Context: an optimization exercise on an open-source flow, tuned for small area and a short achievable clock period. The choices shown serve that exercise and are no tape-out recipe. The RTL was checked by simulation tests, not by an equivalence proof against the original design. No activity file was given, so power comes from the tool's default toggle rates.

## job 101
==> flow/design.v (excerpt) <==
module mul32_pipe (
    input  logic               clk,
    input  logic               rst_n,
    input  logic [31:0]        a,
    input  logic [31:0]        b,
    input  logic               mode,    
    output logic [31:0]        hi,
    output logic [31:0]        lo
);
==> flow/config.mk <==
export PLATFORM = sky130hd
export DESIGN_NAME = mul32_pipe
export DESIGN_NICKNAME = mul32_pipe
export VERILOG_FILES = /design/flow/design.v
export SDC_FILE = /design/flow/constraint.sdc
export NUM_CORES = 4
export LEC_CHECK = 0
export ABC_AREA = 1
export CAP_MARGIN = 20
export CORE_MARGIN = 2
export CORE_UTILIZATION = 55
export CTS_CLUSTER_DIAMETER = 80
export CTS_CLUSTER_SIZE = 30
export PLACE_DENSITY = 0.7
export SETUP_SLACK_MARGIN = 4.6
export SLEW_MARGIN = 20
export SYNTH_HIERARCHICAL = 1
==> flow/constraint.sdc <==
create_clock -name core_clock -period 7.0 [get_ports {clk}]
set_input_delay 1.4000 -clock core_clock [delete_from_list [all_inputs] [get_ports {clk}]]
set_output_delay 1.4000 -clock core_clock [all_outputs]
set_load 0.01 [all_outputs]
run.sh (not shown) runs the stock make flow with config.mk's settings and CLKGATE_MAP_FILE= SYNTH_SCRIPT=/design/flow/synth_recipe.tcl, a recipe that flattens the netlist after the stock synthesis.
Job 101 completed end to end with timing, DRC and antenna clean.
### job 101 -> job 102
Settings: SETUP_SLACK_MARGIN now 4.75, was 4.6.
==> comparison <==
Diff job 101 -> job 102: number of buffer and inverter stages on the critical path saw an increase; count of endpoints failing setup in the final report saw little to no change; clock sink total saw little to no change; non-clock buffer instance count of the final layout saw an increase; met3 track demand over resource saw an increase.
As of job 102, design area had risen by more than 10% compared to job 101.
Summary: with job 101 as the reference, routed wire length in job 102 moved up by more than 10%.
Higher pre-CTS worst setup slack among job 101 and job 102: job 101
Cmp job 101 and job 102 / internal power / lower: job 101
The hold slack reported for job 102 is greater than that of job 101 by 0.0097 ns.
> inputs changed (job 102 -> job 103)
Settings: SETUP_SLACK_MARGIN changed from 4.75 to 4.6.
==> flow/flow/run.sh (new file) <==
#!/bin/bash
# Own flow: the standard layout (standard.sh, unchanged synthesis and
# steps), with the port buffers that placement inserts made plain buf_2
# cells instead of the delay-buffer cells buffer_ports picks by default.
# Repair still resizes them where timing needs it.
set -euo pipefail
cd "$(dirname "$0")/.."
export BUFFER_PORTS_ARGS="-buffer_cell sky130_fd_sc_hd__buf_2"
bash standard.sh finish > standard.log 2>&1
==> flow/standard.sh (new file) <==
#!/bin/bash
# synth_recipe.tcl (not shown) runs the flow's synth.tcl, then flattens the netlist and writes it again
# the make line also repeats each setting of config.mk as NAME=value (left out here)
make -C /OpenROAD-flow-scripts/flow DESIGN_CONFIG=/design/flow/config.mk WORK_HOME=/design/flow/orfs CLKGATE_MAP_FILE= SYNTH_SCRIPT=/design/flow/synth_recipe.tcl "${@:-finish}"
removed: flow/run.sh
Notes after the runs:
When the final numbers for job 103 and job 102 were put side by side, the switching power turned out to be smaller in job 103. Data required time of the worst path sits lower in job 103 than in job 102. ~same global-route wire length before repair in job 103 and job 102. Per the comparison of job 103 with job 102, internal power component shrank by about 4%; non-clock buffer count lost 32%; maximum ir drop on the vdd rail rose by about 5%.
The following lists how job 104 was set up differently from job 103:
Settings: SETUP_SLACK_MARGIN changed from 4.6 to 4.5.
==> flow/run.sh (new file) <==
#!/bin/bash
# synth_recipe.tcl (not shown) runs the flow's synth.tcl, then flattens the netlist and writes it again
# the make line also repeats each setting of config.mk as NAME=value (left out here)
make -C /OpenROAD-flow-scripts/flow DESIGN_CONFIG=/design/flow/config.mk WORK_HOME=/design/flow/orfs CLKGATE_MAP_FILE= SYNTH_SCRIPT=/design/flow/synth_recipe.tcl finish
removed: flow/flow/run.sh
removed: flow/standard.sh
Results
- Diff job 104..job 103 | utilization | negligible
- Reported for job 103 and job 104, area of the mapped netlist turned out identical to the last digit.
- Reported for job 103 and job 104, multiplexer fraction of the synthesized cell area turned out identical to the last digit.
- Comparing job 103 with job 104, the required time of the worst setup path came out essentially unchanged.
- Job 104 | stages: all done | timing, DRC, antenna: all pass
- Diff job 103 -> job 104: cell count along the critical path saw an increase; total power after layout saw a decrease.

[static timing again, ports no longer ideal]
The results above use ideal ports. As a check the final layouts listed here were re-extracted and re-timed, cells and wires unchanged. Step 1 sets driving cells, clkbuf_16 on the clock port and buf_2 on the other inputs (assumed; they add their load-dependent delay and slew). Step 2, shift: input delay + t, output delay - t, t = (earliest + latest rising clock arrival at the registers) / 2. This alone moves slack from input paths to output paths. Three values: ideal ports, drivers, drivers and shift; two values: the first two.
| run | shift t [ns] | slack for setup (ns) | worst hold slack (ns) | worst register clock-pin slew, ns |
|---|---|---|---|---|
| job 101 | 0.680 | 4.514 / 4.452 / 4.061 | 0.318 / 0.318 / 0.318 | 0.11 / 0.11 |
| job 102 | 0.705 | 4.233 / 4.233 / 4.233 | 0.328 / 0.328 / 0.328 | 0.11 / 0.11 |
| job 103 | 0.690 | 4.473 / 4.433 / 4.443 | 0.320 / 0.320 / 0.320 | 0.11 / 0.11 |
| job 104 | 0.683 | 4.436 / 4.436 / 4.034 | 0.328 / 0.328 / 0.328 | 0.11 / 0.11 |
After both steps setup and hold are still met in every run listed. For job 101, which loses most, drivers alone change the setup slack by -0.062 ns; drivers and shift together by -0.453 ns.
